Source: an optimization exercise on an open RTL-to-GDS flow (aim: small area, a short achievable clock period and few clock cycles per item). Production flows keep margins and buffers that such runs may drop.
At most, simulation tests tie the RTL to the original design; equivalence was not proved.

// xtea_block_cipher
module xtea_block_cipher (
  input  wire logic        clk,
  input  wire logic        rst,
  input  wire logic        cfg_valid,
  output logic             cfg_ready,
  input  wire logic [2:0]  cfg_index,
  input  wire logic [31:0] cfg_data,
  input  wire logic        in_valid,
  output logic             in_stall,
  input  wire logic [64:0] in_data,
  output logic             out_valid,
  input  wire logic        out_stall,
  output logic [63:0]      out_data
);
  localparam logic [31:0] DELTA     = 32'h9E37_79B9;
  localparam logic [31:0] NEG_DELTA = 32'h61C8_8647;   
  logic [31:0] key [4];
  logic [3:0]  key_zero;   
  logic [6:0]  nrounds;
  logic [31:0] dec_sum;
  logic        init;       
  logic        pre;        
  logic        idle;       
  logic        busy;       
  logic        outv;       
  logic        stall_q;    
  logic        swp;        
  logic        ph;         
  logic [6:0]  cnt;
  logic        func;
  logic [31:0] a, b, sum;
  logic [31:0] kword;      
  wire trigger   = rst || (cfg_valid && cfg_index == 3'd4);
  wire cnt_zero  = (cnt == 7'd0);
  wire n_zero    = (nrounds == 7'd0);
  wire pre_swap  = busy && swp && !cnt_zero;
  logic [31:0] sk_sum, mixed, b_step;
  xtea_add32 u_add_sk  (.x(sum), .y(kword), .ci(1'b0), .s(sk_sum));
  ...
Settings: LEC_CHECK=0, CAP_MARGIN=20, CORE_MARGIN=2, CORE_UTILIZATION=40, SLEW_MARGIN=20; clock period 12.0 ns.
run.sh (not shown) runs the stock make flow with config.mk's settings and CLKGATE_MAP_FILE= SYNTH_SCRIPT=/design/flow/synth_recipe.tcl, a recipe that flattens the netlist after the stock synthesis.
The first run passed the timing, DRC and antenna checks.
Then changed:
Settings changed: SETUP_SLACK_MARGIN set to 5.
The changed run completed without violations.
Worst setup slack stays the same.
Clock-buffer cell count does not change.
Via count does not change.
No functional check of the RTL was part of any run of this note.

---

xtea_block_cipher, a different RTL version from the one above (not shown whole).
For scale: roughly 1700 cells after synthesis, roughly 310 flip-flops, roughly 170 I/O pins, about 0.019 mm2 of cells after synthesis.
Settings: LEC_CHECK=0, CAP_MARGIN=20, CORE_MARGIN=2, CORE_UTILIZATION=40, SLEW_MARGIN=20; clock period 12.0 ns.
standard.sh (not shown) runs the stock make flow with config.mk's settings and CLKGATE_MAP_FILE= SYNTH_SCRIPT=/design/flow/synth_recipe.tcl, a recipe that flattens the netlist after the stock synthesis.
==> flow/flow/run.sh <==
#!/bin/bash
set -euo pipefail
bash standard.sh SETUP_SLACK_MARGIN=7.3 \
  "BUFFER_PORTS_ARGS=-buffer_cell sky130_fd_sc_hd__buf_1" \
  "CTS_ARGS=-sink_clustering_enable -repair_clock_nets -dont_use_dummy_load -buf_list {sky130_fd_sc_hd__clkbuf_4 sky130_fd_sc_hd__clkbuf_8}" \
  finish > standard_flow.log 2>&1
The first run completed without violations.
Testbench counts at the start, summed over its fixed seeds: cycles 34,104, items 512.
Rerun with:
==> flow/flow/run.sh (replaced) <==
#!/bin/bash
set -euo pipefail
bash standard.sh SETUP_SLACK_MARGIN=7 \
  "BUFFER_PORTS_ARGS=-buffer_cell sky130_fd_sc_hd__buf_1" \
  "CTS_ARGS=-sink_clustering_enable -repair_clock_nets -dont_use_dummy_load -buf_list {sky130_fd_sc_hd__clkbuf_2 sky130_fd_sc_hd__clkbuf_4}" \
  finish > standard_flow.log 2>&1
--- a/flow/config.mk
+++ b/flow/config.mk
@@ -9,3 +9,3 @@
 export CORE_MARGIN = 2
-export CORE_UTILIZATION = 40
+export CORE_UTILIZATION = 55
 export SLEW_MARGIN = 20
After rerunning: Routed wire length is lower by 0.89%; via count grows by 0.83%; setup slack loses 0.022 ns; sequential share of layout area grows by 0.71 points; die area shrinks by 27%.
Rerun with:
--- a/flow/config.mk
+++ b/flow/config.mk
@@ -9,3 +9,3 @@
 export CORE_MARGIN = 2
-export CORE_UTILIZATION = 55
+export CORE_UTILIZATION = 40
 export SLEW_MARGIN = 20
Cell area barely changes.
Worst setup slack gets better by 0.042 ns.
Global-route usage went down by 7.8 points.
Maximum frequency went up by 0.85%.
Clock-buffer cell count stays the same.
Rerun with:
==> flow/flow/run.sh (replaced) <==
#!/bin/bash
set -euo pipefail
bash standard.sh SETUP_SLACK_MARGIN=7 \
  "BUFFER_PORTS_ARGS=-buffer_cell sky130_fd_sc_hd__buf_1" \
  "CTS_ARGS=-sink_clustering_enable -repair_clock_nets -dont_use_dummy_load -buf_list {sky130_fd_sc_hd__clkbuf_4 sky130_fd_sc_hd__clkbuf_8}" \
  finish > standard_flow.log 2>&1
--- a/flow/config.mk
+++ b/flow/config.mk
@@ -9,3 +9,4 @@
 export CORE_MARGIN = 2
-export CORE_UTILIZATION = 40
+export CORE_UTILIZATION = 60
+export PLACE_DENSITY = 0.7
 export SLEW_MARGIN = 20
What happened: The changed run finished with timing, DRC and antenna clean; design area shrinks by 0.82%; global-route usage came out higher by 8.9 points; via count stays flat; register-to-register slack loses 0.07 ns; area after synthesis does not change.

---

Setup of north:
Another version of the RTL of xtea_block_cipher (not shown whole).
Size: ~1800 cells after synthesis, roughly 310 flip-flops, ~170 I/O pins.
==> flow/config.mk <==
export PLATFORM = sky130hd
export DESIGN_NAME = xtea_block_cipher
export DESIGN_NICKNAME = xtea_block_cipher
export VERILOG_FILES = /design/flow/design.v
export SDC_FILE = /design/flow/constraint.sdc
export NUM_CORES = 4
export LEC_CHECK = 0
export CAP_MARGIN = 20
export CORE_MARGIN = 2
export CORE_UTILIZATION = 40
export SLEW_MARGIN = 20
==> flow/constraint.sdc <==
create_clock -name core_clock -period 12.0 [get_ports {clk}]
set_input_delay 2.4000 -clock core_clock [delete_from_list [all_inputs] [get_ports {clk}]]
set_output_delay 2.4000 -clock core_clock [all_outputs]
set_load 0.01 [all_outputs]
==> flow/flow/run.sh <==
#!/bin/bash
set -euo pipefail
bash standard.sh SETUP_SLACK_MARGIN=7.7 \
  "BUFFER_PORTS_ARGS=-buffer_cell sky130_fd_sc_hd__buf_1" \
  "CTS_ARGS=-sink_clustering_enable -repair_clock_nets -dont_use_dummy_load -buf_list {sky130_fd_sc_hd__clkbuf_4 sky130_fd_sc_hd__clkbuf_8}" \
  finish > standard_flow.log 2>&1
Testbench counts of north, summed over its fixed seeds: cycles 34,616, items 512.
[inputs] south vs north
==> flow/flow/run.sh <==
#!/bin/bash
set -euo pipefail
bash standard.sh SETUP_SLACK_MARGIN=7.5 \
  "BUFFER_PORTS_ARGS=-buffer_cell sky130_fd_sc_hd__buf_1" \
  "CTS_ARGS=-sink_clustering_enable -repair_clock_nets -dont_use_dummy_load -buf_list {sky130_fd_sc_hd__clkbuf_1 sky130_fd_sc_hd__clkbuf_2}" \
  finish > standard_flow.log 2>&1
south vs. north: global-route met1 utilization now sits at about the same level; final weighted congestion in routability-driven placement down 1.3%; setup slack of the worst register-to-register path shrank by 80 ps; width of the die shows no meaningful change; cell depth of the worst setup path went down by 1. Compared south vs north, and multi-input combinational area share is up in south. Comparing south with north, the post-detailed-route count of antenna-violating nets came out essentially unchanged.

-- re-timing with driven ports --
The flow's constraints put no driver on any port. The routed layouts listed below were extracted and timed again, unchanged, in two steps. Step 1 sets driving cells, clkbuf_16 on the clock port and buf_2 on the other inputs (assumed; they add their load-dependent delay and slew). Step 2 also shifts input and output timing later by t, the mid clock arrival at the registers, as if the neighbouring blocks saw the same clock. Three values: no drivers, after step 1, after step 2; two values: the first two.
run | t, ns | slack for setup (ns) | hold slack, ns | worst register clock-pin slew, ns | cell pins on the clock port's net
the first run of note 1 | 0.601 | 5.964 / 5.964 / 5.964 | 0.480 / 0.480 / 0.480 | 0.06 / 0.06 | 1
the second run of note 1 | 0.601 | 5.964 / 5.964 / 5.964 | 0.480 / 0.480 / 0.480 | 0.06 / 0.06 | 1
the first run of note 2 | 0.674 | 7.027 / 7.027 / 7.027 | 0.473 / 0.473 / 0.473 | 0.06 / 0.06 | 1
the second run of note 2 | 0.812 | 7.005 / 7.005 / 7.005 | 0.479 / 0.479 / 0.479 | 0.07 / 0.07 | 1
the third run of note 2 | 0.830 | 7.047 / 7.047 / 7.047 | 0.476 / 0.476 / 0.476 | 0.07 / 0.07 | 1
the fourth run of note 2 | 0.609 | 6.975 / 6.975 / 6.975 | 0.480 / 0.480 / 0.480 | 0.07 / 0.07 | 1
north | 0.627 | 7.669 / 7.669 / 7.393 | 0.472 / 0.472 / 0.472 | 0.06 / 0.06 | 1
south | 0.987 | 7.589 / 7.589 / 7.278 | 0.478 / 0.478 / 0.478 | 0.10 / 0.10 | 1
After both steps setup and hold are still met in every run listed. The setup slack of south, which loses most, moves by 0.000 ns with the drivers and by -0.311 ns with both steps.
